This design comes from an exercise in tuning for small area, a short achievable clock period and few clock cycles per item on the open sky130 flow, not from production work.
Function was checked by simulation only, so behaviour that the tests miss may differ from the original.

==> design/flow/config.mk <==
export PLATFORM = sky130hd
export DESIGN_NAME = pulse_shape_fir
export DESIGN_NICKNAME = pulse_shape_fir
export VERILOG_FILES = /design/flow/design.v
export SDC_FILE = /design/flow/constraint.sdc
export NUM_CORES = 4
export LEC_CHECK = 0
export CAP_MARGIN = 20
export CORE_MARGIN = 2
export CORE_UTILIZATION = 55
export PLACE_DENSITY = 0.68
export SLEW_MARGIN = 20
export SYNTH_HIERARCHICAL = 1
==> design/flow/constraint.sdc <==
create_clock -name core_clock -period 12.5 [get_ports {clk}]
set_input_delay 2.5000 -clock core_clock [delete_from_list [all_inputs] [get_ports {clk}]]
set_output_delay 2.5000 -clock core_clock [all_outputs]
set_load 0.01 [all_outputs]
==> design/flow/design.v <==
package fir_pkg;
    localparam int NTAPS = 65;
    localparam int DW    = 16;
    localparam int FRAC  = 13;
    localparam int ACCW  = 38;    
    localparam int CAW   = 7;
    localparam int NLANE = 12;    
endpackage
module fir_sample_line
#(
    parameter int DW    = fir_pkg::DW,
    parameter int DEPTH = 64
) (
    input  logic                clk,
    input  logic                ins,
    input  logic                zero_fb,
    input  logic [DW-1:0]       wr_dat,
    output logic [DEPTH*DW-1:0] taps
);
    logic [DW-1:0] mem_q [DEPTH];
    always_ff @(posedge clk) begin
        if (ins) begin
            mem_q[0] <= wr_dat;
        end else begin
            mem_q[0] <= mem_q[DEPTH-1] & {DW{~zero_fb}};
        end
    end
    for (genvar i = 1; i < DEPTH; i++) begin : g_sh
        always_ff @(posedge clk) begin
            mem_q[i] <= mem_q[i-1];
        end
    end
    for (genvar i = 0; i < DEPTH; i++) begin : g_tap
        assign taps[i*DW +: DW] = mem_q[i];
    end
endmodule
module fir_lane (
    input  logic              clk,
    input  logic [15:0]       x,
    input  logic [7:0]        one_d,
    input  logic [7:0]        two_d,
    input  logic [7:0]        neg_d,
    input  logic              clr_d,
    output logic [37:0]       acc_s,
    output logic [37:0]       acc_c
);
    logic [7:0] one, two, neg;    
    logic clr_s, nclr_c;    
    logic [37:0] sa, ca;
    logic [37:0] s_d, c_d;
    logic [16:0] xe, xe1;
    logic [16:0] pp0;
    logic [16:0] pp1;
    logic [16:0] pp2;
    logic [16:0] pp3;
    logic [16:0] pp4;
    logic [16:0] pp5;
    logic [16:0] pp6;
    logic [16:0] pp7;
    logic w0, w1, w2, w3, w4, w5, w6, w7, w8, w9, w10, w11, w12, w13, w14, w15, w16, w17, w18, w19, w20, w21, w22, w23, w24, w25, w26, w27, w28, w29, w30, w31, w32, w33, w34, w35, w36, w37, w38, w39, w40, w41, w42, w43, w44, w45, w46, w47, w48, w49, w50, w51, w52, w53, w54, w55, w56, w57, w58, w59, w60, w61, w62, w63, w64, w65, w66, w67, w68, w69, w70, w71, w72, w73, w74, w75, w76, w77, w78, w79, w80, w81, w82, w83, w84, w85, w86, w87, w88, w89, w90, w91, w92, w93, w94, w95, w96, w97, w98, w99, w100, w101, w102, w103, w104, w105, w106, w107, w108, w109, w110, w111, w112, w113, w114, w115, w116, w117, w118, w119, w120, w121, w122, w123, w124, w125, w126, w127, w128, w129, w130, w131, w132, w133, w134, w135, w136, w137, w138, w139, w140, w141, w142, w143, w144, w145, w146, w147, w148, w149, w150, w151, w152, w153, w154, w155, w156, w157, w158, w159, w160, w161, w162, w163, w164, w165, w166, w167, w168, w169, w170, w171, w172, w173, w174, w175, w176, w177, w178, w179, w180, w181, w182, w183, w184, w185, w186, w187, w188, w189, w190, w191, w192, w193, w194, w195, w196, w197, w198, w199, w200, w201, w202, w203, w204, w205, w206, w207, w208, w209, w210, w211, w212, w213, w214, w215, w216, w217, w218, w219, w220, w221, w222, w223, w224, w225, w226, w227, w228, w229, w230, w231, w232, w233, w234, w235, w236, w237, w238, w239, w240, w241, w242, w243, w244, w245, w246, w247, w248, w249, w250, w251, w252, w253, w254, w255, w256, w257, w258, w259, w260, w261, w262, w263, w264, w265, w266, w267, w268, w269, w270, w271, w272, w273, w274, w275, w276, w277, w278, w279, w280, w281, w282, w283, w284, w285, w286, w287, w288, w289, w290, w291, w292, w293, w294, w295, w296, w297, w298, w299, w300, w301, w302, w303, w304, w305, w306, w307, w308, w309, w310, w311, w312, w313, w314, w315, w316, w317, w318, w319, w320, w321, w322, w323, w324, w325, w326, w327, w328, w329, w330, w331, w332, w333, w334, w335, w336, w337, w338, w339, w340, w341, w342, w343, w344, w345, w346, w347;
    assign sa  = acc_s & {38{~clr_s}};
    assign ca  = acc_c & {38{nclr_c}};
    assign xe  = {x[15], x};
    assign xe1 = {x, 1'b0};
    assign pp0[15:0] = ({16{one[0]}} & xe[15:0] | {16{two[0]}} & xe1[15:0]) ^ {16{neg[0]}};
    assign pp0[16]   = ~((one[0] & xe[16] | two[0] & xe1[16]) ^ neg[0]);
    assign pp1[15:0] = ({16{one[1]}} & xe[15:0] | {16{two[1]}} & xe1[15:0]) ^ {16{neg[1]}};
    assign pp1[16]   = ~((one[1] & xe[16] | two[1] & xe1[16]) ^ neg[1]);
    assign pp2[15:0] = ({16{one[2]}} & xe[15:0] | {16{two[2]}} & xe1[15:0]) ^ {16{neg[2]}};
    assign pp2[16]   = ~((one[2] & xe[16] | two[2] & xe1[16]) ^ neg[2]);
    assign pp3[15:0] = ({16{one[3]}} & xe[15:0] | {16{two[3]}} & xe1[15:0]) ^ {16{neg[3]}};
    assign pp3[16]   = ~((one[3] & xe[16] | two[3] & xe1[16]) ^ neg[3]);
    assign pp4[15:0] = ({16{one[4]}} & xe[15:0] | {16{two[4]}} & xe1[15:0]) ^ {16{neg[4]}};
    assign pp4[16]   = ~((one[4] & xe[16] | two[4] & xe1[16]) ^ neg[4]);
    assign pp5[15:0] = ({16{one[5]}} & xe[15:0] | {16{two[5]}} & xe1[15:0]) ^ {16{neg[5]}};
    assign pp5[16]   = ~((one[5] & xe[16] | two[5] & xe1[16]) ^ neg[5]);
    assign pp6[15:0] = ({16{one[6]}} & xe[15:0] | {16{two[6]}} & xe1[15:0]) ^ {16{neg[6]}};
    assign pp6[16]   = ~((one[6] & xe[16] | two[6] & xe1[16]) ^ neg[6]);
    assign pp7[15:0] = ({16{one[7]}} & xe[15:0] | {16{two[7]}} & xe1[15:0]) ^ {16{neg[7]}};
    assign pp7[16]   = ~((one[7] & xe[16] | two[7] & xe1[16]) ^ neg[7]);
    assign w0 = sa[12] ^ ca[12];
    assign w1 = sa[12] & ca[12];
    assign w2 = sa[13] ^ ca[13];
    assign w3 = sa[13] & ca[13];
    assign w5 = (sa[14] & ca[14]) | (sa[14] & neg[7]) | (ca[14] & neg[7]);
    assign w4 = (~w5 & (sa[14] | ca[14] | neg[7])) | (sa[14] & ca[14] & neg[7]);
    assign w6 = pp0[14] ^ pp1[12];
    assign w7 = pp0[14] & pp1[12];
    assign w9 = (sa[15] & ca[15]) | (sa[15] & pp0[15]) | (ca[15] & pp0[15]);
    assign w8 = (~w9 & (sa[15] | ca[15] | pp0[15])) | (sa[15] & ca[15] & pp0[15]);
    assign w10 = pp1[13] ^ pp2[11];
    assign w11 = pp1[13] & pp2[11];
    assign w13 = (sa[16] & ca[16]) | (sa[16] & pp0[16]) | (ca[16] & pp0[16]);
    assign w12 = (~w13 & (sa[16] | ca[16] | pp0[16])) | (sa[16] & ca[16] & pp0[16]);
    assign w14 = pp1[14] ^ pp2[12];
    assign w15 = pp1[14] & pp2[12];
    assign w17 = (sa[17] & ca[17]) | (sa[17] & pp1[15]) | (ca[17] & pp1[15]);
    assign w16 = (~w17 & (sa[17] | ca[17] | pp1[15])) | (sa[17] & ca[17] & pp1[15]);
    assign w18 = sa[18] ^ ca[18];
    assign w19 = sa[18] & ca[18];
    assign w20 = sa[6] ^ ca[6];
    assign w21 = sa[6] & ca[6];
    assign w22 = sa[7] ^ ca[7];
    assign w23 = sa[7] & ca[7];
    assign w25 = (sa[8] & ca[8]) | (sa[8] & neg[4]) | (ca[8] & neg[4]);
    assign w24 = (~w25 & (sa[8] | ca[8] | neg[4])) | (sa[8] & ca[8] & neg[4]);
    assign w26 = pp0[8] ^ pp1[6];
    assign w27 = pp0[8] & pp1[6];
    assign w29 = (sa[9] & ca[9]) | (sa[9] & pp0[9]) | (ca[9] & pp0[9]);
    assign w28 = (~w29 & (sa[9] | ca[9] | pp0[9])) | (sa[9] & ca[9] & pp0[9]);
    assign w30 = pp1[7] ^ pp2[5];
    assign w31 = pp1[7] & pp2[5];
    assign w33 = (sa[10] & ca[10]) | (sa[10] & neg[5]) | (ca[10] & neg[5]);
    assign w32 = (~w33 & (sa[10] | ca[10] | neg[5])) | (sa[10] & ca[10] & neg[5]);
    assign w35 = (pp0[10] & pp1[8]) | (pp0[10] & pp2[6]) | (pp1[8] & pp2[6]);
    assign w34 = (~w35 & (pp0[10] | pp1[8] | pp2[6])) | (pp0[10] & pp1[8] & pp2[6]);
    assign w36 = pp3[4] ^ pp4[2];
    assign w37 = pp3[4] & pp4[2];
    assign w39 = (sa[11] & ca[11]) | (sa[11] & pp0[11]) | (ca[11] & pp0[11]);
    assign w38 = (~w39 & (sa[11] | ca[11] | pp0[11])) | (sa[11] & ca[11] & pp0[11]);
    assign w41 = (pp1[9] & pp2[7]) | (pp1[9] & pp3[5]) | (pp2[7] & pp3[5]);
    assign w40 = (~w41 & (pp1[9] | pp2[7] | pp3[5])) | (pp1[9] & pp2[7] & pp3[5]);
    assign w42 = pp4[3] ^ pp5[1];
    assign w43 = pp4[3] & pp5[1];
    assign w45 = (neg[6] & w0) | (neg[6] & pp0[12]) | (w0 & pp0[12]);
    assign w44 = (~w45 & (neg[6] | w0 | pp0[12])) | (neg[6] & w0 & pp0[12]);
    assign w47 = (pp1[10] & pp2[8]) | (pp1[10] & pp3[6]) | (pp2[8] & pp3[6]);
    assign w46 = (~w47 & (pp1[10] | pp2[8] | pp3[6])) | (pp1[10] & pp2[8] & pp3[6]);
    assign w49 = (pp4[4] & pp5[2]) | (pp4[4] & pp6[0]) | (pp5[2] & pp6[0]);
    assign w48 = (~w49 & (pp4[4] | pp5[2] | pp6[0])) | (pp4[4] & pp5[2] & pp6[0]);
    assign w51 = (w1 & w2) | (w1 & pp0[13]) | (w2 & pp0[13]);
    assign w50 = (~w51 & (w1 | w2 | pp0[13])) | (w1 & w2 & pp0[13]);
    assign w53 = (pp1[11] & pp2[9]) | (pp1[11] & pp3[7]) | (pp2[9] & pp3[7]);
    assign w52 = (~w53 & (pp1[11] | pp2[9] | pp3[7])) | (pp1[11] & pp2[9] & pp3[7]);
    assign w55 = (pp4[5] & pp5[3]) | (pp4[5] & pp6[1]) | (pp5[3] & pp6[1]);
    assign w54 = (~w55 & (pp4[5] | pp5[3] | pp6[1])) | (pp4[5] & pp5[3] & pp6[1]);
    assign w57 = (w3 & pp2[10]) | (w3 & pp3[8]) | (pp2[10] & pp3[8]);
    assign w56 = (~w57 & (w3 | pp2[10] | pp3[8])) | (w3 & pp2[10] & pp3[8]);
    assign w59 = (pp4[6] & pp5[4]) | (pp4[6] & pp6[2]) | (pp5[4] & pp6[2]);
    assign w58 = (~w59 & (pp4[6] | pp5[4] | pp6[2])) | (pp4[6] & pp5[4] & pp6[2]);
    assign w61 = (pp7[0] & w4) | (pp7[0] & w6) | (w4 & w6);
    assign w60 = (~w61 & (pp7[0] | w4 | w6)) | (pp7[0] & w4 & w6);
    assign w63 = (pp3[9] & pp4[7]) | (pp3[9] & pp5[5]) | (pp4[7] & pp5[5]);
    assign w62 = (~w63 & (pp3[9] | pp4[7] | pp5[5])) | (pp3[9] & pp4[7] & pp5[5]);
    assign w65 = (pp6[3] & pp7[1]) | (pp6[3] & w5) | (pp7[1] & w5);
    assign w64 = (~w65 & (pp6[3] | pp7[1] | w5)) | (pp6[3] & pp7[1] & w5);
    assign w67 = (w7 & w10) | (w7 & w8) | (w10 & w8);
    assign w66 = (~w67 & (w7 | w10 | w8)) | (w7 & w10 & w8);
    assign w69 = (pp3[10] & pp4[8]) | (pp3[10] & pp5[6]) | (pp4[8] & pp5[6]);
    assign w68 = (~w69 & (pp3[10] | pp4[8] | pp5[6])) | (pp3[10] & pp4[8] & pp5[6]);
    assign w71 = (pp6[4] & pp7[2]) | (pp6[4] & w11) | (pp7[2] & w11);
    assign w70 = (~w71 & (pp6[4] | pp7[2] | w11)) | (pp6[4] & pp7[2] & w11);
    assign w73 = (w14 & w9) | (w14 & w12) | (w9 & w12);
    assign w72 = (~w73 & (w14 | w9 | w12)) | (w14 & w9 & w12);
    assign w75 = (pp2[13] & pp3[11]) | (pp2[13] & pp4[9]) | (pp3[11] & pp4[9]);
    assign w74 = (~w75 & (pp2[13] | pp3[11] | pp4[9])) | (pp2[13] & pp3[11] & pp4[9]);
    assign w77 = (pp5[7] & pp6[5]) | (pp5[7] & pp7[3]) | (pp6[5] & pp7[3]);
    assign w76 = (~w77 & (pp5[7] | pp6[5] | pp7[3])) | (pp5[7] & pp6[5] & pp7[3]);
    assign w79 = (w15 & w13) | (w15 & w16) | (w13 & w16);
    assign w78 = (~w79 & (w15 | w13 | w16)) | (w15 & w13 & w16);
    assign w81 = (w18 & pp1[16]) | (w18 & pp2[14]) | (pp1[16] & pp2[14]);
    assign w80 = (~w81 & (w18 | pp1[16] | pp2[14])) | (w18 & pp1[16] & pp2[14]);
    assign w83 = (pp3[12] & pp4[10]) | (pp3[12] & pp5[8]) | (pp4[10] & pp5[8]);
    assign w82 = (~w83 & (pp3[12] | pp4[10] | pp5[8])) | (pp3[12] & pp4[10] & pp5[8]);
    assign w85 = (pp6[6] & pp7[4]) | (pp6[6] & w17) | (pp7[4] & w17);
    assign w84 = (~w85 & (pp6[6] | pp7[4] | w17)) | (pp6[6] & pp7[4] & w17);
    assign w87 = (sa[19] & ca[19]) | (sa[19] & w19) | (ca[19] & w19);
    assign w86 = (~w87 & (sa[19] | ca[19] | w19)) | (sa[19] & ca[19] & w19);
    assign w89 = (pp2[15] & pp3[13]) | (pp2[15] & pp4[11]) | (pp3[13] & pp4[11]);
    assign w88 = (~w89 & (pp2[15] | pp3[13] | pp4[11])) | (pp2[15] & pp3[13] & pp4[11]);
    assign w91 = (pp5[9] & pp6[7]) | (pp5[9] & pp7[5]) | (pp6[7] & pp7[5]);
    assign w90 = (~w91 & (pp5[9] | pp6[7] | pp7[5])) | (pp5[9] & pp6[7] & pp7[5]);
    assign w93 = (sa[20] & ca[20]) | (sa[20] & pp2[16]) | (ca[20] & pp2[16]);
    assign w92 = (~w93 & (sa[20] | ca[20] | pp2[16])) | (sa[20] & ca[20] & pp2[16]);
    assign w95 = (pp3[14] & pp4[12]) | (pp3[14] & pp5[10]) | (pp4[12] & pp5[10]);
    assign w94 = (~w95 & (pp3[14] | pp4[12] | pp5[10])) | (pp3[14] & pp4[12] & pp5[10]);
    assign w96 = pp6[8] ^ pp7[6];
    assign w97 = pp6[8] & pp7[6];
    assign w99 = (sa[21] & ca[21]) | (sa[21] & pp3[15]) | (ca[21] & pp3[15]);
    assign w98 = (~w99 & (sa[21] | ca[21] | pp3[15])) | (sa[21] & ca[21] & pp3[15]);
    assign w101 = (pp4[13] & pp5[11]) | (pp4[13] & pp6[9]) | (pp5[11] & pp6[9]);
    assign w100 = (~w101 & (pp4[13] | pp5[11] | pp6[9])) | (pp4[13] & pp5[11] & pp6[9]);
    assign w103 = (sa[22] & ca[22]) | (sa[22] & pp3[16]) | (ca[22] & pp3[16]);
    assign w102 = (~w103 & (sa[22] | ca[22] | pp3[16])) | (sa[22] & ca[22] & pp3[16]);
    assign w104 = pp4[14] ^ pp5[12];
    assign w105 = pp4[14] & pp5[12];
    assign w107 = (sa[23] & ca[23]) | (sa[23] & pp4[15]) | (ca[23] & pp4[15]);
    assign w106 = (~w107 & (sa[23] | ca[23] | pp4[15])) | (sa[23] & ca[23] & pp4[15]);
    assign w108 = sa[24] ^ ca[24];
    assign w109 = sa[24] & ca[24];
    assign w110 = sa[2] ^ ca[2];
    assign w111 = sa[2] & ca[2];
    assign w112 = sa[3] ^ ca[3];
    assign w113 = sa[3] & ca[3];
    assign w115 = (sa[4] & ca[4]) | (sa[4] & neg[2]) | (ca[4] & neg[2]);
    assign w114 = (~w115 & (sa[4] | ca[4] | neg[2])) | (sa[4] & ca[4] & neg[2]);
    assign w116 = pp0[4] ^ pp1[2];
    assign w117 = pp0[4] & pp1[2];
    assign w119 = (sa[5] & ca[5]) | (sa[5] & pp0[5]) | (ca[5] & pp0[5]);
    assign w118 = (~w119 & (sa[5] | ca[5] | pp0[5])) | (sa[5] & ca[5] & pp0[5]);
    assign w120 = pp1[3] ^ pp2[1];
    assign w121 = pp1[3] & pp2[1];
    assign w123 = (neg[3] & w20) | (neg[3] & pp0[6]) | (w20 & pp0[6]);
    assign w122 = (~w123 & (neg[3] | w20 | pp0[6])) | (neg[3] & w20 & pp0[6]);
    assign w125 = (pp1[4] & pp2[2]) | (pp1[4] & pp3[0]) | (pp2[2] & pp3[0]);
    assign w124 = (~w125 & (pp1[4] | pp2[2] | pp3[0])) | (pp1[4] & pp2[2] & pp3[0]);
    assign w127 = (w21 & w22) | (w21 & pp0[7]) | (w22 & pp0[7]);
    assign w126 = (~w127 & (w21 | w22 | pp0[7])) | (w21 & w22 & pp0[7]);
    assign w129 = (pp1[5] & pp2[3]) | (pp1[5] & pp3[1]) | (pp2[3] & pp3[1]);
    assign w128 = (~w129 & (pp1[5] | pp2[3] | pp3[1])) | (pp1[5] & pp2[3] & pp3[1]);
    assign w131 = (w23 & pp2[4]) | (w23 & pp3[2]) | (pp2[4] & pp3[2]);
    assign w130 = (~w131 & (w23 | pp2[4] | pp3[2])) | (w23 & pp2[4] & pp3[2]);
    assign w133 = (pp4[0] & w24) | (pp4[0] & w26) | (w24 & w26);
    assign w132 = (~w133 & (pp4[0] | w24 | w26)) | (pp4[0] & w24 & w26);
    assign w135 = (pp3[3] & pp4[1]) | (pp3[3] & w25) | (pp4[1] & w25);
    assign w134 = (~w135 & (pp3[3] | pp4[1] | w25)) | (pp3[3] & pp4[1] & w25);
    assign w137 = (w27 & w30) | (w27 & w28) | (w30 & w28);
    assign w136 = (~w137 & (w27 | w30 | w28)) | (w27 & w30 & w28);
    assign w139 = (pp5[0] & w32) | (pp5[0] & w31) | (w32 & w31);
    assign w138 = (~w139 & (pp5[0] | w32 | w31)) | (pp5[0] & w32 & w31);
    assign w141 = (w36 & w29) | (w36 & w34) | (w29 & w34);
    assign w140 = (~w141 & (w36 | w29 | w34)) | (w36 & w29 & w34);
    assign w143 = (w33 & w37) | (w33 & w42) | (w37 & w42);
    assign w142 = (~w143 & (w33 | w37 | w42)) | (w33 & w37 & w42);
    assign w145 = (w35 & w38) | (w35 & w40) | (w38 & w40);
    assign w144 = (~w145 & (w35 | w38 | w40)) | (w35 & w38 & w40);
    assign w147 = (w43 & w39) | (w43 & w41) | (w39 & w41);
    assign w146 = (~w147 & (w43 | w39 | w41)) | (w43 & w39 & w41);
    assign w149 = (w44 & w46) | (w44 & w48) | (w46 & w48);
    assign w148 = (~w149 & (w44 | w46 | w48)) | (w44 & w46 & w48);
    assign w151 = (w45 & w47) | (w45 & w49) | (w47 & w49);
    assign w150 = (~w151 & (w45 | w47 | w49)) | (w45 & w47 & w49);
    assign w153 = (w50 & w52) | (w50 & w54) | (w52 & w54);
    assign w152 = (~w153 & (w50 | w52 | w54)) | (w50 & w52 & w54);
    assign w155 = (w51 & w53) | (w51 & w55) | (w53 & w55);
    assign w154 = (~w155 & (w51 | w53 | w55)) | (w51 & w53 & w55);
    assign w157 = (w56 & w58) | (w56 & w60) | (w58 & w60);
    assign w156 = (~w157 & (w56 | w58 | w60)) | (w56 & w58 & w60);
    assign w159 = (w57 & w59) | (w57 & w62) | (w59 & w62);
    assign w158 = (~w159 & (w57 | w59 | w62)) | (w57 & w59 & w62);
    assign w161 = (w64 & w61) | (w64 & w66) | (w61 & w66);
    assign w160 = (~w161 & (w64 | w61 | w66)) | (w64 & w61 & w66);
    assign w163 = (w63 & w65) | (w63 & w68) | (w65 & w68);
    assign w162 = (~w163 & (w63 | w65 | w68)) | (w63 & w65 & w68);
    assign w165 = (w70 & w67) | (w70 & w72) | (w67 & w72);
    assign w164 = (~w165 & (w70 | w67 | w72)) | (w70 & w67 & w72);
    assign w167 = (w69 & w74) | (w69 & w76) | (w74 & w76);
    assign w166 = (~w167 & (w69 | w74 | w76)) | (w69 & w74 & w76);
    assign w169 = (w71 & w73) | (w71 & w78) | (w73 & w78);
    assign w168 = (~w169 & (w71 | w73 | w78)) | (w71 & w73 & w78);
    assign w171 = (w75 & w77) | (w75 & w80) | (w77 & w80);
    assign w170 = (~w171 & (w75 | w77 | w80)) | (w75 & w77 & w80);
    assign w173 = (w82 & w79) | (w82 & w84) | (w79 & w84);
    assign w172 = (~w173 & (w82 | w79 | w84)) | (w82 & w79 & w84);
    assign w175 = (w86 & w81) | (w86 & w83) | (w81 & w83);
    assign w174 = (~w175 & (w86 | w81 | w83)) | (w86 & w81 & w83);
    assign w177 = (w88 & w90) | (w88 & w85) | (w90 & w85);
    assign w176 = (~w177 & (w88 | w90 | w85)) | (w88 & w90 & w85);
    assign w179 = (w87 & w96) | (w87 & w89) | (w96 & w89);
    assign w178 = (~w179 & (w87 | w96 | w89)) | (w87 & w96 & w89);
    assign w181 = (w91 & w92) | (w91 & w94) | (w92 & w94);
    assign w180 = (~w181 & (w91 | w92 | w94)) | (w91 & w92 & w94);
    assign w183 = (pp7[7] & w97) | (pp7[7] & w93) | (w97 & w93);
    assign w182 = (~w183 & (pp7[7] | w97 | w93)) | (pp7[7] & w97 & w93);
    assign w185 = (w95 & w98) | (w95 & w100) | (w98 & w100);
    assign w184 = (~w185 & (w95 | w98 | w100)) | (w95 & w98 & w100);
    assign w187 = (pp6[10] & pp7[8]) | (pp6[10] & w104) | (pp7[8] & w104);
    assign w186 = (~w187 & (pp6[10] | pp7[8] | w104)) | (pp6[10] & pp7[8] & w104);
    assign w189 = (w99 & w101) | (w99 & w102) | (w101 & w102);
    assign w188 = (~w189 & (w99 | w101 | w102)) | (w99 & w101 & w102);
    assign w191 = (pp5[13] & pp6[11]) | (pp5[13] & pp7[9]) | (pp6[11] & pp7[9]);
    assign w190 = (~w191 & (pp5[13] | pp6[11] | pp7[9])) | (pp5[13] & pp6[11] & pp7[9]);
    assign w193 = (w105 & w103) | (w105 & w106) | (w103 & w106);
    assign w192 = (~w193 & (w105 | w103 | w106)) | (w105 & w103 & w106);
    assign w195 = (w108 & pp4[16]) | (w108 & pp5[14]) | (pp4[16] & pp5[14]);
    assign w194 = (~w195 & (w108 | pp4[16] | pp5[14])) | (w108 & pp4[16] & pp5[14]);
    assign w197 = (pp6[12] & pp7[10]) | (pp6[12] & w107) | (pp7[10] & w107);
    assign w196 = (~w197 & (pp6[12] | pp7[10] | w107)) | (pp6[12] & pp7[10] & w107);
    assign w199 = (sa[25] & ca[25]) | (sa[25] & w109) | (ca[25] & w109);
    assign w198 = (~w199 & (sa[25] | ca[25] | w109)) | (sa[25] & ca[25] & w109);
    assign w201 = (pp5[15] & pp6[13]) | (pp5[15] & pp7[11]) | (pp6[13] & pp7[11]);
    assign w200 = (~w201 & (pp5[15] | pp6[13] | pp7[11])) | (pp5[15] & pp6[13] & pp7[11]);
    assign w203 = (sa[26] & ca[26]) | (sa[26] & pp5[16]) | (ca[26] & pp5[16]);
    assign w202 = (~w203 & (sa[26] | ca[26] | pp5[16])) | (sa[26] & ca[26] & pp5[16]);
    assign w204 = pp6[14] ^ pp7[12];
    assign w205 = pp6[14] & pp7[12];
    assign w207 = (sa[27] & ca[27]) | (sa[27] & pp6[15]) | (ca[27] & pp6[15]);
    assign w206 = (~w207 & (sa[27] | ca[27] | pp6[15])) | (sa[27] & ca[27] & pp6[15]);
    assign w208 = sa[28] ^ ca[28];
    assign w209 = sa[28] & ca[28];
    assign w210 = sa[0] ^ ca[0];
    assign w211 = sa[0] & ca[0];
    assign w212 = sa[1] ^ ca[1];
    assign w213 = sa[1] & ca[1];
    assign w215 = (neg[1] & w110) | (neg[1] & pp0[2]) | (w110 & pp0[2]);
    assign w214 = (~w215 & (neg[1] | w110 | pp0[2])) | (neg[1] & w110 & pp0[2]);
    assign w217 = (w111 & w112) | (w111 & pp0[3]) | (w112 & pp0[3]);
    assign w216 = (~w217 & (w111 | w112 | pp0[3])) | (w111 & w112 & pp0[3]);
    assign w219 = (w113 & pp2[0]) | (w113 & w114) | (pp2[0] & w114);
    assign w218 = (~w219 & (w113 | pp2[0] | w114)) | (w113 & pp2[0] & w114);
    assign w221 = (w115 & w117) | (w115 & w120) | (w117 & w120);
    assign w220 = (~w221 & (w115 | w117 | w120)) | (w115 & w117 & w120);
    assign w223 = (w121 & w119) | (w121 & w122) | (w119 & w122);
    assign w222 = (~w223 & (w121 | w119 | w122)) | (w121 & w119 & w122);
    assign w225 = (w123 & w125) | (w123 & w126) | (w125 & w126);
    assign w224 = (~w225 & (w123 | w125 | w126)) | (w123 & w125 & w126);
    assign w227 = (w127 & w129) | (w127 & w130) | (w129 & w130);
    assign w226 = (~w227 & (w127 | w129 | w130)) | (w127 & w129 & w130);
    assign w229 = (w131 & w134) | (w131 & w133) | (w134 & w133);
    assign w228 = (~w229 & (w131 | w134 | w133)) | (w131 & w134 & w133);
    assign w231 = (w135 & w138) | (w135 & w137) | (w138 & w137);
    assign w230 = (~w231 & (w135 | w138 | w137)) | (w135 & w138 & w137);
    assign w233 = (w139 & w142) | (w139 & w141) | (w142 & w141);
    assign w232 = (~w233 & (w139 | w142 | w141)) | (w139 & w142 & w141);
    assign w235 = (w143 & w145) | (w143 & w146) | (w145 & w146);
    assign w234 = (~w235 & (w143 | w145 | w146)) | (w143 & w145 & w146);
    assign w237 = (w147 & w149) | (w147 & w150) | (w149 & w150);
    assign w236 = (~w237 & (w147 | w149 | w150)) | (w147 & w149 & w150);
    assign w239 = (w151 & w153) | (w151 & w154) | (w153 & w154);
    assign w238 = (~w239 & (w151 | w153 | w154)) | (w151 & w153 & w154);
    assign w241 = (w155 & w158) | (w155 & w157) | (w158 & w157);
    assign w240 = (~w241 & (w155 | w158 | w157)) | (w155 & w158 & w157);
    assign w243 = (w159 & w162) | (w159 & w161) | (w162 & w161);
    assign w242 = (~w243 & (w159 | w162 | w161)) | (w159 & w162 & w161);
    assign w245 = (w163 & w166) | (w163 & w165) | (w166 & w165);
    assign w244 = (~w245 & (w163 | w166 | w165)) | (w163 & w166 & w165);
    assign w247 = (w167 & w170) | (w167 & w172) | (w170 & w172);
    assign w246 = (~w247 & (w167 | w170 | w172)) | (w167 & w170 & w172);
    assign w249 = (w171 & w174) | (w171 & w173) | (w174 & w173);
    assign w248 = (~w249 & (w171 | w174 | w173)) | (w171 & w174 & w173);
    assign w251 = (w175 & w178) | (w175 & w180) | (w178 & w180);
    assign w250 = (~w251 & (w175 | w178 | w180)) | (w175 & w178 & w180);
    assign w253 = (w179 & w181) | (w179 & w182) | (w181 & w182);
    assign w252 = (~w253 & (w179 | w181 | w182)) | (w179 & w181 & w182);
    assign w255 = (w183 & w186) | (w183 & w185) | (w186 & w185);
    assign w254 = (~w255 & (w183 | w186 | w185)) | (w183 & w186 & w185);
    assign w257 = (w190 & w187) | (w190 & w189) | (w187 & w189);
    assign w256 = (~w257 & (w190 | w187 | w189)) | (w190 & w187 & w189);
    assign w259 = (w191 & w194) | (w191 & w193) | (w194 & w193);
    assign w258 = (~w259 & (w191 | w194 | w193)) | (w191 & w194 & w193);
    assign w261 = (w198 & w195) | (w198 & w200) | (w195 & w200);
    assign w260 = (~w261 & (w198 | w195 | w200)) | (w198 & w195 & w200);
    assign w263 = (w199 & w204) | (w199 & w201) | (w204 & w201);
    assign w262 = (~w263 & (w199 | w204 | w201)) | (w199 & w204 & w201);
    assign w265 = (pp7[13] & w205) | (pp7[13] & w203) | (w205 & w203);
    assign w264 = (~w265 & (pp7[13] | w205 | w203)) | (pp7[13] & w205 & w203);
    assign w267 = (w208 & pp6[16]) | (w208 & pp7[14]) | (pp6[16] & pp7[14]);
    assign w266 = (~w267 & (w208 | pp6[16] | pp7[14])) | (w208 & pp6[16] & pp7[14]);
    assign w269 = (sa[29] & ca[29]) | (sa[29] & w209) | (ca[29] & w209);
    assign w268 = (~w269 & (sa[29] | ca[29] | w209)) | (sa[29] & ca[29] & w209);
    assign w270 = sa[30] ^ ca[30];
    assign w271 = sa[30] & ca[30];
    assign w272 = neg[0] ^ w210;
    assign w273 = neg[0] & w210;
    assign w275 = (w211 & w212) | (w211 & pp0[1]) | (w212 & pp0[1]);
    assign w274 = (~w275 & (w211 | w212 | pp0[1])) | (w211 & w212 & pp0[1]);
    assign w277 = (w213 & pp1[0]) | (w213 & w214) | (pp1[0] & w214);
    assign w276 = (~w277 & (w213 | pp1[0] | w214)) | (w213 & pp1[0] & w214);
    assign w279 = (pp1[1] & w215) | (pp1[1] & w216) | (w215 & w216);
    assign w278 = (~w279 & (pp1[1] | w215 | w216)) | (pp1[1] & w215 & w216);
    assign w281 = (w116 & w217) | (w116 & w218) | (w217 & w218);
    assign w280 = (~w281 & (w116 | w217 | w218)) | (w116 & w217 & w218);
    assign w283 = (w118 & w219) | (w118 & w220) | (w219 & w220);
    assign w282 = (~w283 & (w118 | w219 | w220)) | (w118 & w219 & w220);
    assign w285 = (w124 & w221) | (w124 & w222) | (w221 & w222);
    assign w284 = (~w285 & (w124 | w221 | w222)) | (w124 & w221 & w222);
    assign w287 = (w128 & w223) | (w128 & w224) | (w223 & w224);
    assign w286 = (~w287 & (w128 | w223 | w224)) | (w128 & w223 & w224);
    assign w289 = (w132 & w225) | (w132 & w226) | (w225 & w226);
    assign w288 = (~w289 & (w132 | w225 | w226)) | (w132 & w225 & w226);
    assign w291 = (w227 & w136) | (w227 & w228) | (w136 & w228);
    assign w290 = (~w291 & (w227 | w136 | w228)) | (w227 & w136 & w228);
    assign w293 = (w140 & w229) | (w140 & w230) | (w229 & w230);
    assign w292 = (~w293 & (w140 | w229 | w230)) | (w140 & w229 & w230);
    assign w295 = (w144 & w231) | (w144 & w232) | (w231 & w232);
    assign w294 = (~w295 & (w144 | w231 | w232)) | (w144 & w231 & w232);
    assign w297 = (w148 & w233) | (w148 & w234) | (w233 & w234);
    assign w296 = (~w297 & (w148 | w233 | w234)) | (w148 & w233 & w234);
    assign w299 = (w152 & w235) | (w152 & w236) | (w235 & w236);
    assign w298 = (~w299 & (w152 | w235 | w236)) | (w152 & w235 & w236);
    assign w301 = (w237 & w156) | (w237 & w238) | (w156 & w238);
    assign w300 = (~w301 & (w237 | w156 | w238)) | (w237 & w156 & w238);
    assign w303 = (w239 & w160) | (w239 & w240) | (w160 & w240);
    assign w302 = (~w303 & (w239 | w160 | w240)) | (w239 & w160 & w240);
    assign w305 = (w164 & w241) | (w164 & w242) | (w241 & w242);
    assign w304 = (~w305 & (w164 | w241 | w242)) | (w164 & w241 & w242);
    assign w307 = (w168 & w243) | (w168 & w244) | (w243 & w244);
    assign w306 = (~w307 & (w168 | w243 | w244)) | (w168 & w243 & w244);
    assign w309 = (w169 & w245) | (w169 & w246) | (w245 & w246);
    assign w308 = (~w309 & (w169 | w245 | w246)) | (w169 & w245 & w246);
    assign w311 = (w176 & w248) | (w176 & w247) | (w248 & w247);
    assign w310 = (~w311 & (w176 | w248 | w247)) | (w176 & w248 & w247);
    assign w313 = (w177 & w250) | (w177 & w249) | (w250 & w249);
    assign w312 = (~w313 & (w177 | w250 | w249)) | (w177 & w250 & w249);
    assign w315 = (w184 & w252) | (w184 & w251) | (w252 & w251);
    assign w314 = (~w315 & (w184 | w252 | w251)) | (w184 & w252 & w251);
    assign w317 = (w188 & w253) | (w188 & w254) | (w253 & w254);
    assign w316 = (~w317 & (w188 | w253 | w254)) | (w188 & w253 & w254);
    assign w319 = (w192 & w255) | (w192 & w256) | (w255 & w256);
    assign w318 = (~w319 & (w192 | w255 | w256)) | (w192 & w255 & w256);
    assign w321 = (w196 & w257) | (w196 & w258) | (w257 & w258);
    assign w320 = (~w321 & (w196 | w257 | w258)) | (w196 & w257 & w258);
    assign w323 = (w197 & w260) | (w197 & w259) | (w260 & w259);
    assign w322 = (~w323 & (w197 | w260 | w259)) | (w197 & w260 & w259);
    assign w325 = (w202 & w261) | (w202 & w262) | (w261 & w262);
    assign w324 = (~w325 & (w202 | w261 | w262)) | (w202 & w261 & w262);
    assign w327 = (w206 & w263) | (w206 & w264) | (w263 & w264);
    assign w326 = (~w327 & (w206 | w263 | w264)) | (w206 & w263 & w264);
    assign w329 = (w207 & w266) | (w207 & w265) | (w266 & w265);
    assign w328 = (~w329 & (w207 | w266 | w265)) | (w207 & w266 & w265);
    assign w331 = (pp7[15] & w268) | (pp7[15] & w267) | (w268 & w267);
    assign w330 = (~w331 & (pp7[15] | w268 | w267)) | (pp7[15] & w268 & w267);
    assign w333 = (w270 & pp7[16]) | (w270 & w269) | (pp7[16] & w269);
    assign w332 = (~w333 & (w270 | pp7[16] | w269)) | (w270 & pp7[16] & w269);
    assign w335 = (sa[31] & ca[31]) | (sa[31] & w271) | (ca[31] & w271);
    assign w334 = (~w335 & (sa[31] | ca[31] | w271)) | (sa[31] & ca[31] & w271);
    assign w336 = sa[32] ^ ca[32];
    assign w337 = sa[32] & ca[32];
    assign w338 = sa[33] ^ ca[33];
    assign w339 = sa[33] & ca[33];
    assign w340 = sa[34] ^ ca[34];
    assign w341 = sa[34] & ca[34];
    assign w342 = sa[35] ^ ca[35];
    assign w343 = sa[35] & ca[35];
    assign w344 = sa[36] ^ ca[36];
    assign w345 = sa[36] & ca[36];
    assign w346 = sa[37] ^ ca[37];
    assign w347 = sa[37] & ca[37];
    assign s_d[0] = w272;
    assign c_d[0] = pp0[0];
    assign s_d[1] = w274;
    assign c_d[1] = w273;
    assign s_d[2] = w276;
    assign c_d[2] = w275;
    assign s_d[3] = w278;
    assign c_d[3] = w277;
    assign s_d[4] = w280;
    assign c_d[4] = w279;
    assign s_d[5] = w282;
    assign c_d[5] = w281;
    assign s_d[6] = w284;
    assign c_d[6] = w283;
    assign s_d[7] = w286;
    assign c_d[7] = w285;
    assign s_d[8] = w288;
    assign c_d[8] = w287;
    assign s_d[9] = w290;
    assign c_d[9] = w289;
    assign s_d[10] = w292;
    assign c_d[10] = w291;
    assign s_d[11] = w294;
    assign c_d[11] = w293;
    assign s_d[12] = w296;
    assign c_d[12] = w295;
    assign s_d[13] = w298;
    assign c_d[13] = w297;
    assign s_d[14] = w300;
    assign c_d[14] = w299;
    assign s_d[15] = w302;
    assign c_d[15] = w301;
    assign s_d[16] = w304;
    assign c_d[16] = w303;
    assign s_d[17] = w306;
    assign c_d[17] = w305;
    assign s_d[18] = w308;
    assign c_d[18] = w307;
    assign s_d[19] = w310;
    assign c_d[19] = w309;
    assign s_d[20] = w312;
    assign c_d[20] = w311;
    assign s_d[21] = w314;
    assign c_d[21] = w313;
    assign s_d[22] = w316;
    assign c_d[22] = w315;
    assign s_d[23] = w318;
    assign c_d[23] = w317;
    assign s_d[24] = w320;
    assign c_d[24] = w319;
    assign s_d[25] = w322;
    assign c_d[25] = w321;
    assign s_d[26] = w324;
    assign c_d[26] = w323;
    assign s_d[27] = w326;
    assign c_d[27] = w325;
    assign s_d[28] = w328;
    assign c_d[28] = w327;
    assign s_d[29] = w330;
    assign c_d[29] = w329;
    assign s_d[30] = w332;
    assign c_d[30] = w331;
    assign s_d[31] = w334;
    assign c_d[31] = w333;
    assign s_d[32] = w336;
    assign c_d[32] = w335;
    assign s_d[33] = w338;
    assign c_d[33] = w337;
    assign s_d[34] = w340;
    assign c_d[34] = w339;
    assign s_d[35] = w342;
    assign c_d[35] = w341;
    assign s_d[36] = w344;
    assign c_d[36] = w343;
    assign s_d[37] = w346;
    assign c_d[37] = w345;
    always_ff @(posedge clk) begin
        clr_s  <= clr_d;
        nclr_c <= ~clr_d;
        one   <= one_d;
        two   <= two_d;
        neg   <= neg_d;
        acc_s <= s_d;
        acc_c <= c_d;
    end
endmodule
import fir_pkg::*;
module pulse_shape_fir #(
    parameter int NTAPS = fir_pkg::NTAPS,
    parameter int DW    = fir_pkg::DW,
    parameter int ACCW  = fir_pkg::ACCW
) (
    input  logic                    clk,
    input  logic                    reset_n,
    input  logic [DW-1:0]           sample_in,
    input  logic                    sample_valid,
    output logic                    ready,
    output logic [fir_pkg::CAW-1:0] coef_addr,
    input  logic [DW-1:0]           coef_in,
    output logic [DW-1:0]           y_out,
    output logic                    y_valid,
    output logic                    sample_drop
);
    localparam int M  = fir_pkg::NLANE;
    localparam int KH = 22;                         
    localparam logic [KH-1:0] KBIAS = 22'h3faaab;    
    logic [5:0]       r_q, r_d;        
    logic [6:0]       k_q, k_d;        
    logic             win_q, win_d;    
    logic             open_q, open_d;  
    logic             ready_q, ready_d;
    logic             fw_q, fw_d;      
    logic [6:0]       n_q, n_d;        
    logic [5:0]       m_q, m_d;        
    logic             drop_q;
    logic             boot_q;          
    logic [6:0]       kn_q, k_o;
    logic             rdyn_q, ready_o;
    logic             slot_q, slot_d;  
    logic             stv_q, stv_d;    
    logic [DW-1:0]    stg_q;
    logic             acc, ins, zero_fb;
    logic [6:0]       rn;
    logic [DW-1:0]    ring_in;
    assign acc     = ready_q & sample_valid;
    assign ins     = slot_q & (stv_q | sample_valid);
    assign ring_in = stv_q ? stg_q : sample_in;
    assign rn      = {1'b0, r_q} + n_q;
    assign zero_fb = ~rn[6];
    for (genvar v = 0; v < 2; v++) begin : g_nx
        logic [5:0] r_v;
        logic [6:0] k_v;
        logic       win_v, open_v, fw_v;
        logic [5:0] m_v;
        logic [6:0] n_v;
        logic       slot_v, stv_v, ready_v, ins_v, acc_v, start_v;
        logic [38:0] nx;
        always_comb begin
            acc_v   = ready_q & (v == 1);
            ins_v   = slot_q & (stv_q | (v == 1));
            r_v     = ins_v ? 6'd0 : r_q + 6'd1;
            start_v = ~ins_v & (r_q == 6'(M - 1));
            k_v     = k_q;
            win_v   = win_q;
            open_v  = open_q;
            fw_v    = fw_q;
            m_v     = m_q;
            n_v     = n_q;
            if (ins_v) begin
                m_v = m_q + 6'd1;
                if (!n_q[6]) n_v = n_q + 7'd1;
            end
            if (slot_q & ~ins_v) open_v = 1'b0;
            if (win_q) begin
                if (k_q == 7'd0) win_v = 1'b0;
                else             k_v   = k_q - 7'd1;
            end
            if (boot_q) begin
                r_v    = 6'd0;
                k_v    = 7'(M);
                win_v  = 1'b1;
                open_v = 1'b1;
                m_v    = 6'd0;
                fw_v   = 1'b1;
            end else if (start_v) begin
                k_v    = 7'd64;
                win_v  = 1'b1;
                open_v = 1'b1;
                m_v    = 6'd0;
                fw_v   = (n_q == 7'd0);
            end
            slot_v  = win_v & open_v & (k_v != 7'd0) & (k_v <= 7'(M));
            stv_v   = ins_v ? (stv_q & acc_v) : (stv_q | acc_v);
            ready_v = ~stv_v | slot_v;
            nx      = {r_v, k_v, win_v, open_v, fw_v, m_v, n_v, slot_v, stv_v, ready_v};
        end
    end
    assign {r_d, k_d, win_d, open_d, fw_d, m_d, n_d, slot_d, stv_d, ready_d} =
        sample_valid ? g_nx[1].nx : g_nx[0].nx;
    always_ff @(posedge clk or negedge reset_n) begin
        if (!reset_n) begin
            boot_q  <= 1'b1;
            r_q     <= '0;
            kn_q    <= '1;
            k_o     <= '0;
            win_q   <= 1'b0;
            open_q  <= 1'b0;
            slot_q  <= 1'b0;
            stv_q   <= 1'b0;
            rdyn_q  <= 1'b1;
            ready_o <= 1'b0;
            fw_q    <= 1'b1;
            n_q     <= '0;
            m_q     <= '0;
            drop_q  <= 1'b0;
        end else begin
            boot_q  <= 1'b0;
            r_q     <= r_d;
            kn_q    <= ~k_d;
            k_o     <= k_d;
            win_q   <= win_d;
            open_q  <= open_d;
            slot_q  <= slot_d;
            stv_q   <= stv_d;
            rdyn_q  <= ~ready_d;
            ready_o <= ready_d;
            fw_q    <= fw_d;
            n_q     <= n_d;
            m_q     <= m_d;
            drop_q  <= sample_valid & ~ready_q;
        end
    end
    always_ff @(posedge clk) begin
        if (acc & ~(ins & ~stv_q)) stg_q <= sample_in;
    end
    assign k_q         = ~kn_q;
    assign ready_q     = ~rdyn_q;
    assign ready       = ready_o;
    assign coef_addr   = k_o;
    assign sample_drop = drop_q;
    logic [64*DW-1:0] taps;
    fir_sample_line #(.DW(DW), .DEPTH(64)) u_line (
        .clk     (clk),
        .ins     (ins),
        .zero_fb (zero_fb),
        .wr_dat  (ring_in),
        .taps    (taps)
    );
    logic [DW-1:0] coef_q;
    logic [6:0]    k1_q;
    logic          w1_q, fw1_q;
    logic [7:0]    one_d, two_d, neg_d;
    logic [M-1:0]  clr_d;
    logic [16:0]   cx;
    assign cx = {coef_q, 1'b0};
    always_comb begin
        for (int i = 0; i < 8; i++) begin
            one_d[i] = w1_q & (cx[2*i+1] ^ cx[2*i]);
            two_d[i] = w1_q & ((cx[2*i+2] & ~cx[2*i+1] & ~cx[2*i]) | (~cx[2*i+2] & cx[2*i+1] & cx[2*i]));
            neg_d[i] = w1_q & cx[2*i+2] & ~(cx[2*i+1] & cx[2*i]);
        end
        for (int j = 0; j < M; j++) begin
            clr_d[j] = w1_q & ((k1_q == 7'd64) | (fw1_q & (k1_q == 7'(j))));
        end
    end
    always_ff @(posedge clk or negedge reset_n) begin
        if (!reset_n) begin
            w1_q <= 1'b0;
        end else begin
            w1_q <= win_q;
        end
    end
    always_ff @(posedge clk) begin
        coef_q <= coef_in;
        k1_q   <= k_q;
        fw1_q  <= fw_q;
    end
    logic [ACCW-1:0] acc_s [M];
    logic [ACCW-1:0] acc_c [M];
    for (genvar j = 0; j < M; j++) begin : g_lane
        fir_lane u_lane (
            .clk   (clk),
            .x     (taps[(M+1-j)*DW +: DW]),
            .one_d (one_d),
            .two_d (two_d),
            .neg_d (neg_d),
            .clr_d (clr_d[j]),
            .acc_s (acc_s[j]),
            .acc_c (acc_c[j])
        );
    end
    logic          p1_q, p2_q;
    logic [M-1:0]  rsel_q;
    logic [5:0]    mrd_q;
    logic          fwr_q;
    logic [M-1:0]  rvm;
    logic          rv_q;
    logic [ACCW-1:0] rs_q, rc_q, rs_d, rc_d;
    logic [KH-1:0] cn_q, cn_d;
    logic [ACCW-1:0] cst, tot;
    logic [ACCW-1:0] t_s, t_c;
    logic [ACCW-FRAC-1:0] rnd;
    logic [DW-1:0] y_q, y_d;
    logic          yv_q;
    logic          rv2_q;
    logic [ACCW-FRAC-1:0] rnd_q;
    always_comb begin
        rs_d = '0;
        rc_d = '0;
        for (int j = 0; j < M; j++) begin
            rs_d = rs_d | (acc_s[j] & {ACCW{rsel_q[j]}});
            rc_d = rc_d | (acc_c[j] & {ACCW{rsel_q[j]}});
            rvm[j] = rsel_q[j] & (6'(j) < mrd_q);
        end
        if (rsel_q[0]) cn_d = fwr_q ? KBIAS : KH'(KBIAS * 65);
        else           cn_d = cn_q + (fwr_q ? KH'(KBIAS * 2) : KBIAS);
    end
    always_ff @(posedge clk or negedge reset_n) begin
        if (!reset_n) begin
            p1_q   <= 1'b0;
            p2_q   <= 1'b0;
            rsel_q <= '0;
            rv_q   <= 1'b0;
            rv2_q  <= 1'b0;
            yv_q   <= 1'b0;
            y_q    <= '0;
        end else begin
            p1_q   <= win_q & (k_q == 7'd0);
            p2_q   <= p1_q;
            rsel_q <= {rsel_q[M-2:0], p2_q};
            rv_q   <= |rvm;
            rv2_q  <= rv_q;
            yv_q   <= rv2_q;
            if (rv2_q) y_q <= y_d;
        end
    end
    always_ff @(posedge clk) begin
        if (win_q & (k_q == 7'd0)) begin
            mrd_q <= m_q;
            fwr_q <= fw_q;
        end
        rs_q <= rs_d;
        rc_q <= rc_d;
        cn_q <= cn_d;
        rnd_q <= tot[ACCW-1:FRAC];
    end
    assign cst = {cn_q, 16'h1000};
    assign t_s = rs_q ^ rc_q ^ cst;
    assign t_c = {(rs_q[ACCW-2:0] & rc_q[ACCW-2:0]) | (rs_q[ACCW-2:0] & cst[ACCW-2:0]) | (rc_q[ACCW-2:0] & cst[ACCW-2:0]), 1'b0};
    assign tot = t_s + t_c;
    assign rnd = rnd_q;
    always_comb begin
        if (!rnd[ACCW-FRAC-1] && (|rnd[ACCW-FRAC-2:DW-1]))      y_d = {1'b0, {(DW-1){1'b1}}};
        else if (rnd[ACCW-FRAC-1] && !(&rnd[ACCW-FRAC-2:DW-1])) y_d = {1'b1, {(DW-1){1'b0}}};
        else                                                    y_d = rnd[DW-1:0];
    end
    assign y_out   = y_q;
    assign y_valid = yv_q;
endmodule
==> design/flow/flow/run.sh <==
#!/bin/bash
set -uo pipefail
source flow/knobs.sh
sed 's/yosys synth -nofsm -noshare/yosys synth -nofsm -noshare -noabc/' synth_recipe.tcl > my_synth.tcl
bash standard.sh SYNTH_SCRIPT=$PWD/my_synth.tcl SETUP_SLACK_MARGIN=$REPAIR_MARGIN_NS TNS_END_PERCENT=$TNS_PCT \
  MATCH_CELL_FOOTPRINT=0 MAX_REPAIR_ANTENNAS_ITER_DRT=$ANT_ITERS MAX_REPAIR_ANTENNAS_ITER_GRT=$ANT_ITERS "BUFFER_PORTS_ARGS=-buffer_cell $PORT_BUF" finish > flow_make.log 2>&1
rc=$?
tail -30 flow_make.log
exit $rc
==> design/flow/flow/knobs.sh <==
REPAIR_MARGIN_NS=8.8
TNS_PCT=100
PORT_BUF=sky130_fd_sc_hd__buf_4
ANT_ITERS=15
==> design/flow/standard.sh <==
#!/bin/bash
# synth_recipe.tcl (not shown) runs the flow's synth.tcl, then flattens the netlist and writes it again
# the make line also repeats each setting of config.mk as NAME=value (left out here)
make -C /OpenROAD-flow-scripts/flow DESIGN_CONFIG=/design/flow/config.mk WORK_HOME=/design/flow/orfs CLKGATE_MAP_FILE= SYNTH_SCRIPT=/design/flow/synth_recipe.tcl "${@:-finish}"
==> run notes, run 1 <==
CP Class - register to output port
Core ar. - 256000 sq um
ys flop type - dfxtp_1
DIE AREA - 261000 sq um
fmax - 0.254 GHz
Synth Register Bits - 2494
Layout Skew - 0.0571 ns
GPL Wtd Cong - 1.09
Hold WC Path Type - register to register
outcome - no timing/DRC/antenna violations
grt total ovfl - 0
CTS buffer count - 274
actual slew at the worst max-slew pin - 1.32 ns
Synth Instances - 11100
fin nets - 12900
Final Hold Slack - 0.294 ns
CP startpoint kind - register
total number of vias - 91900
initial antenna violation count - 114
synth cell count leaders - 2395 x dfxtp_1, 1737 x fa_1, 1578 x xnor2_1
R2R Setup Slk - 8.74 ns
# fillers - 20400
Reg-to-Reg End - g_lane[3].u_lane.acc_s[11]$_DFF_P_
all-layer global routing usage - 0.384
synthesized cell area - 141000 sq um
DRT antenna net count - 0
syn avg cell area - 12.7 sq um
number of H-tree levels - 5
initial drt markers - 11900
CTS tree - yes
post-synthesis sequential area ratio - 0.358
net count after synthesis - 13400
CTS Buffer Depth - 4
Detail Placement HPWL - 374 mm
first-pass GRT wire length - 713 mm
critical-path cell list - buf_6
WP data required - 10.00 ns
max-cap violation count - 0
Syn. warnings - 12
CP startpoint - y_q[0]$_DFFE_PN0P_
largest net degree at the start of global routing - 78
# hold bufs at CTS - 0
dpl ws - 8.21 ns
Final setup violation count - 0
Synth async-reset ratio - 0.0305
slowest cell delay on critical path - 0.42 ns
clk sinks - 2494
Die H - 511 um
synth unique cells - 79
top-area cell type share of the netlist area - 0.339
Final period util - 0.315
Horiz. Die Dim - 511 um
final slew viol count - 0
post-synth top area cell - dfxtp_1
initial core utilization - 0.551
count leader, synth - dfxtp_1
Post-synth EDFFs - 23
Root Driver - clkbuf_16
placed cell areas - 139000 sq um
TNS Setup - 0 ns
Area contributors post-synth - dfxtp_1 34%, fa_1 25%, xnor2_1 9.8%
Bufs and invs on worst path - 1
Worst-path clk slew - 0.06 ns
Reg2Reg Depth - 6
Worst path depth - 1
final worst-path setup slack - 8.56 ns
row cnt - 186
number of global-route vias before repair - 94500
R2R Path Start - u_line.mem_q[10][8]$_DFF_P_
WL final - 506 mm
max_slew headroom - 0.118
Final Hold Violating Endpoints - 0
crit end category - output port
average wire per standard cell - 35.2 um
DR vias/cell - 6.40
Tmin final - 3.94 ns
fin area - 149000 sq um
RSZ-0062 raised after global routing - yes
Layout area overhead - 5.69%
share of cells above drive strength 1 - 0.121
buffers added on ports - 60
first-pass detailed-route iteration total - 9
CP arrival - 1.44 ns
io pins - 61
DRC errors left - 0
critical-path maximum fanout - 2
worst-skew pair later-pin latency - 0.89 ns
Top delay family on crit path - flip-flops
Worst Setup EP - y_out[0]
CP max stage cell - dfrtp_1
cells by family (layout without fill, tap and decap cells):
logic type,Yosys count,count (layout),share of synthesized area
other,1,117,0.0000265
buffers and inverters,1141,861,0.0624
muxes,18,18,0.00143
xor gates and xnor gates,1694,1694,0.105
and+or+nand+nor,1408,1408,0.0566
DFF,2494,2494,0.358
AOI/OAI and AO/OA,2195,2195,0.131
adders and majority gates,2183,2183,0.286
worst min-delay path by stage:
stage / startpoint / end / slack [ns] / depth (start not counted)
floorplan: u_line.mem_q[14][0]$_DFF_P_ / u_line.mem_q[15][0]$_DFF_P_ / 0.31 / 0
global placement: u_line.mem_q[37][0]$_DFF_P_ / u_line.mem_q[38][0]$_DFF_P_ / 0.31 / 0
detailed placement: u_line.mem_q[16][11]$_DFF_P_ / u_line.mem_q[17][11]$_DFF_P_ / 0.31 / 0
CTS: u_line.mem_q[24][6]$_DFF_P_ / u_line.mem_q[25][6]$_DFF_P_ / 0.28 / 0
global route: u_line.mem_q[24][6]$_DFF_P_ / u_line.mem_q[25][6]$_DFF_P_ / 0.29 / 0
finish: u_line.mem_q[48][1]$_DFF_P_ / u_line.mem_q[49][1]$_DFF_P_ / 0.29 / 0
stage by stage:
step	std cells	util
after global placement	13700	0.543
after floorplan	11100	-
after CTS	14200	0.581
after global routing	14300	0.582
after detailed placement	13700	0.544
final	14400	0.583
cell type report:
class                   instances  area [sq um]  area share
inverters                      65           244     0.00163
diodes                        116           290     0.00194
clock inverters               120          1560      0.0104
flip-flops and latches       2494         50800       0.340
clock buffers                 366          7670      0.0514
repair buffers                310          2510      0.0168
well taps                    3384          4230      0.0284
multi-input cells            7499         82000       0.549
per-module statistics from Yosys, one instance, submodules excluded, a selection:
module,times used,cells inside
pulse_shape_fir,1,1610
fir_lane,12,704
registers in the layout, summed over array words and instances (netlist names), 6 cells and up:
signal and count:
u_line.mem_q 1024, g_lane.u_lane.acc_c 456, g_lane.u_lane.acc_s 456, g_lane.u_lane.neg 96, g_lane.u_lane.one 96, g_lane.u_lane.two 96, rc_q 38, rs_q 38
rnd_q 25, cn_q 22, coef_q 16, stg_q 16, y_q 16, g_lane.u_lane.clr_s 12, g_lane.u_lane.nclr_c 12, rsel_q 12
k1_q 7, k_o 7, kn_q 7, n_q 7, m_q 6, mrd_q 6, r_q 6
what timing repair did:
item / 4_1_cts / 5_1_grt
pin swaps: 0 / 1
endpoints found under the setup margin: 109 / 115
setup buffers: 5 / 7
resized for setup: 92 / 54
routing by layer:
metal	global-route usage	wire, um
met3	0.175	73400
met1	0.481	186000
met4	0.252	38700
met2	0.532	207000
met5	0.00457	475
worst register-to-register path: cells and delay by family (launching register included):
family / cells / cell delay [ns]
adder cells (fa/ha/maj): 4 / 1.95
flip-flops: 1 / 1.17
AO/OA/AOI/OAI: 1 / 0.22
XOR/XNOR: 1 / 0.29
layout by cell type, fill, tap and decap left out, drive strengths merged, types with 81 or more instances in the layout:
cell type	count
a221oi	230
a22o	229
a22oi	1440
and2	466
buf	306
clkbuf	370
dfxtp	2395
diode	116
fa	1737
ha	446
inv	85
nand2	202
nand3	100
nor2	81
nor2b	462
o21ai	153
xnor2	1578
xor2	116
Testbench counts, summed over its fixed seeds: cycles 5,720, items 960.
==> inputs of run 2 (changes only) <==
--- a/design/flow/design.v
+++ b/design/flow/design.v
@@ -4,7 +4,7 @@
     localparam int FRAC  = 13;
     localparam int ACCW  = 38;    
     localparam int CAW   = 7;
-    localparam int NLANE = 12;    
+    localparam int NLANE = 20;    
 endpackage
 module fir_sample_line
 #(
@@ -37,14 +37,13 @@
 module fir_lane (
     input  logic              clk,
     input  logic [15:0]       x,
-    input  logic [7:0]        one_d,
-    input  logic [7:0]        two_d,
-    input  logic [7:0]        neg_d,
+    input  logic [7:0]        one,
+    input  logic [7:0]        two,
+    input  logic [7:0]        neg,
     input  logic              clr_d,
     output logic [37:0]       acc_s,
     output logic [37:0]       acc_c
 );
-    logic [7:0] one, two, neg;    
     logic clr_s, nclr_c;    
     logic [37:0] sa, ca;
     logic [37:0] s_d, c_d;
@@ -505,13 +504,33 @@
     always_ff @(posedge clk) begin
         clr_s  <= clr_d;
         nclr_c <= ~clr_d;
-        one   <= one_d;
-        two   <= two_d;
-        neg   <= neg_d;
         acc_s <= s_d;
         acc_c <= c_d;
     end
 endmodule
+module fir_lane2 (
+    input  logic              clk,
+    input  logic [15:0]       x0,
+    input  logic [15:0]       x1,
+    input  logic [7:0]        one_d,
+    input  logic [7:0]        two_d,
+    input  logic [7:0]        neg_d,
+    input  logic              clr0_d,
+    input  logic              clr1_d,
+    output logic [37:0]       acc_s0,
+    output logic [37:0]       acc_c0,
+    output logic [37:0]       acc_s1,
+    output logic [37:0]       acc_c1
+);
+    logic [7:0] one, two, neg;
+    always_ff @(posedge clk) begin
+        one <= one_d;
+        two <= two_d;
+        neg <= neg_d;
+    end
+    fir_lane u_l0 (.clk(clk), .x(x0), .one(one), .two(two), .neg(neg), .clr_d(clr0_d), .acc_s(acc_s0), .acc_c(acc_c0));
+    fir_lane u_l1 (.clk(clk), .x(x1), .one(one), .two(two), .neg(neg), .clr_d(clr1_d), .acc_s(acc_s1), .acc_c(acc_c1));
+endmodule
 import fir_pkg::*;
 module pulse_shape_fir #(
     parameter int NTAPS = fir_pkg::NTAPS,
@@ -685,16 +704,20 @@
     end
     logic [ACCW-1:0] acc_s [M];
     logic [ACCW-1:0] acc_c [M];
-    for (genvar j = 0; j < M; j++) begin : g_lane
-        fir_lane u_lane (
-            .clk   (clk),
-            .x     (taps[(M+1-j)*DW +: DW]),
-            .one_d (one_d),
-            .two_d (two_d),
-            .neg_d (neg_d),
-            .clr_d (clr_d[j]),
-            .acc_s (acc_s[j]),
-            .acc_c (acc_c[j])
+    for (genvar p = 0; p < M / 2; p++) begin : g_pair
+        fir_lane2 u_pair (
+            .clk    (clk),
+            .x0     (taps[(M+1-2*p)*DW +: DW]),
+            .x1     (taps[(M-2*p)*DW +: DW]),
+            .one_d  (one_d),
+            .two_d  (two_d),
+            .neg_d  (neg_d),
+            .clr0_d (clr_d[2*p]),
+            .clr1_d (clr_d[2*p+1]),
+            .acc_s0 (acc_s[2*p]),
+            .acc_c0 (acc_c[2*p]),
+            .acc_s1 (acc_s[2*p+1]),
+            .acc_c1 (acc_c[2*p+1])
         );
     end
     logic          p1_q, p2_q;
==> run notes, run 2 <==
outcome - no timing/DRC/antenna violations
most frequent cells in the layout - 2881 x fa_1, 2767 x dfxtp_1, 2608 x xnor2_1
CTS Buffer Depth - 4
dpl ws - 8.37 ns
number of global-route vias before repair - 147000
Synth async-reset ratio - 0.0273
clk sinks - 3078
synth cell count leaders - 2971 x dfxtp_1, 2881 x fa_1, 2610 x xnor2_1
post-synthesis sequential area ratio - 0.297
critical-path cell list - buf_4 > buf_4 > a22o_1 > a221oi_1 > and3_1 > nand4_1
Horiz. Die Dim - 622 um
Worst-path clk slew - 0.07 ns
RSZ-0062 raised after global routing - yes
initial drt markers - 21700
top-area cell type share of the netlist area - 0.283
Top reg by flops - u_line.mem_q
WL final - 961 mm
Synth Instances - 17000
hold_sp - u_line.mem_q[1][3]$_DFF_P_
Die H - 622 um
Final setup violation count - 0
average wire per standard cell - 44.1 um
CTS buffer count - 346
grt total ovfl - 0
critical-path maximum fanout - 32
Core ar. - 379000 sq um
share of cells above drive strength 1 - 0.123
cell mode on critical path - buf_4
Bufs and invs on worst path - 2
all-layer global routing usage - 0.491
syn avg cell area - 12.4 sq um
final worst-path setup slack - 8.38 ns
row cnt - 226
net count after synthesis - 20600
Synth Register Bits - 3078
Final Hold Violating Endpoints - 0
DRT antenna net count - 0
crit end category - register
hold endpoint - u_line.mem_q[2][3]$_DFF_P_
worst-skew pair later-pin latency - 1.02 ns
dpl cells - 20800
CP max stage cell - a221oi_1
Detail Placement HPWL - 707 mm
io pins - 61
synth unique cells - 75
Hold Path Stages - 0
WP data required - 13.19 ns
Final period util - 0.330
CP Class - register to register
Top delay family on crit path - compound AO/OA/AOI/OAI gates
Root Driver - clkbuf_16
buffers added on ports - 60
slowest cell delay on critical path - 1.15 ns
number of H-tree levels - 5
# hold bufs at CTS - 0
first-pass GRT wire length - 1290 mm
Layout Skew - 0.0750 ns
fin area - 220000 sq um
max_slew headroom - 0.0214
first-pass detailed-route iteration total - 8
fmax - 0.243 GHz
Hold WC Path Type - register to register
DRC errors left - 0
actual slew at the worst max-slew pin - 1.47 ns
placed cell areas - 206000 sq um
CP startpoint kind - register
Final Hold Slack - 0.299 ns
Reg2Reg Depth - 6
count leader, synth - dfxtp_1
max reg flops - 1024
Reg-to-Reg End - rs_q[25]$_DFF_P_
CP arrival - 4.81 ns
most common cell after layout, fill and taps aside - fa_1
ys flop type - dfxtp_1
R2R Setup Slk - 8.38 ns
post-synth top area cell - dfxtp_1
CTS tree - yes
fin nets - 19800
Tmin final - 4.12 ns
DR vias/cell - 6.88
final slew viol count - 0
TNS Setup - 0 ns
initial antenna violation count - 249
Layout area overhead - 4.83%
largest net degree at the start of global routing - 61
synthesized cell area - 210000 sq um
Post-synth EDFFs - 23
max-cap violation count - 0
DIE AREA - 387000 sq um
Syn. warnings - 13
Area contributors post-synth - dfxtp_1 28%, fa_1 27%, xnor2_1 11%
Non-Filler Instances - 21800
initial core utilization - 0.553
GPL Wtd Cong - 1.14
R2R Path Start - rsel_q[17]$_DFF_PN0_
total number of vias - 150000
run 2: timing repair:
| item | CTS | global route |
|---|---|---|
| pin swaps | 0 | 1 |
| setup buffers | 5 | 11 |
| setup endpoints to repair | 226 | 197 |
| gates resized for setup | 89 | 129 |
| hold endpoints to repair | 0 | 0 |
run 2: layout make-up:
| cell class | count | area (sq um) |
|---|---|---|
| diodes | 300 | 751 |
| clock buffers | 468 | 9800 |
| clock inverters | 169 | 2290 |
| fillers | 31400 | 159000 |
| inverters | 77 | 293 |
| multi-input cells | 12100 | 133000 |
| flip-flops and latches | 3078 | 62700 |
| well taps | 5016 | 6280 |
| repair buffers | 624 | 5140 |
run 2: logic make-up after synthesis:
family,Yosys count,share of synthesized area
AOI/OAI and AO/OA,3529,0.140
xor gates and xnor gates,2785,0.116
adders and majority gates,3568,0.316
buffers and inverters,1856,0.0710
DFF,3078,0.297
muxes,17,0.000912
other,1,0.0000179
and+or+nand+nor,2164,0.0602
run 2: how the worst max path moves through the flow:
| stage | startpoint | endpoint | slack (ns) | cells past startpoint |
|---|---|---|---|---|
| final | rsel_q[17]$_DFF_PN0_ | rs_q[25]$_DFF_P_ | 8.38 | 6 |
| after detailed placement | rs_q[6]$_DFF_P_ | rnd_q[19]$_DFF_P_ | 8.37 | 12 |
| after floorplan | sample_valid | m_q[5]$_DFFE_PN0P_ | 8.83 | 8 |
| after global routing | k_o[4]$_DFF_PN0_ | coef_addr[4] | 8.42 | 1 |
| after CTS | k_o[4]$_DFF_PN0_ | coef_addr[4] | 8.39 | 1 |
| after global placement | sample_valid | m_q[5]$_DFFE_PN0P_ | 8.34 | 8 |
run 2: modules after synthesis, one instance, submodules excluded, excerpt:
module           flip-flops and latches  area (sq um)  cells
fir_lane                             78          8270    680
pulse_shape_fir                     254         19000   2082
fir_lane2                            24           480     24
run 2: routing by layer:
layer | vias to the layer above | share of wire | GRT usage
met5 | - | 0.0010 | 0.0143
met4 | 100 | 0.10 | 0.428
met3 | 3155 | 0.15 | 0.236
met2 | 12800 | 0.39 | 0.652
met1 | 77400 | 0.35 | 0.588
li1 | 56600 | - | -
run 2: metrics by stage:
stage | utilization
floorplan | -
global placement | 0.544
detailed placement | 0.544
CTS | 0.577
global route | 0.579
finish | 0.580
Testbench counts of run 2, summed over its fixed seeds: cycles 3,736, items 960.

==> what the ideal ports hide <==
How much do the figures lean on ideal ports? The routed layouts below were timed once more, with nothing changed but the port constraints.
Step 1 sets driving cells, clkbuf_16 on the clock port and buf_2 on the other inputs (assumed; they add their load-dependent delay and slew).
Step 2 moves the port delays by t, midway between the first and last clock arrival at a register: inputs arrive t later, outputs are due t later. That takes back most of the time a late clock gives input paths.
Three values: no drivers, after step 1, after step 2; two values: the first two.
run	t, ns	slack for setup (ns)	worst hold slack (ns)	worst data-port slew with drivers (ns)	pins driven straight from the clock port
run 1	0.966	8.557 / 8.457 / 8.216	0.294 / 0.294 / 0.294	0.05	1
run 2	1.106	8.378 / 8.325 / 8.378	0.299 / 0.299 / 0.299	0.04	1
After both steps setup and hold are still met in every run listed. For run 1, which loses most, drivers alone change the setup slack by -0.100 ns; drivers and shift together by -0.341 ns.
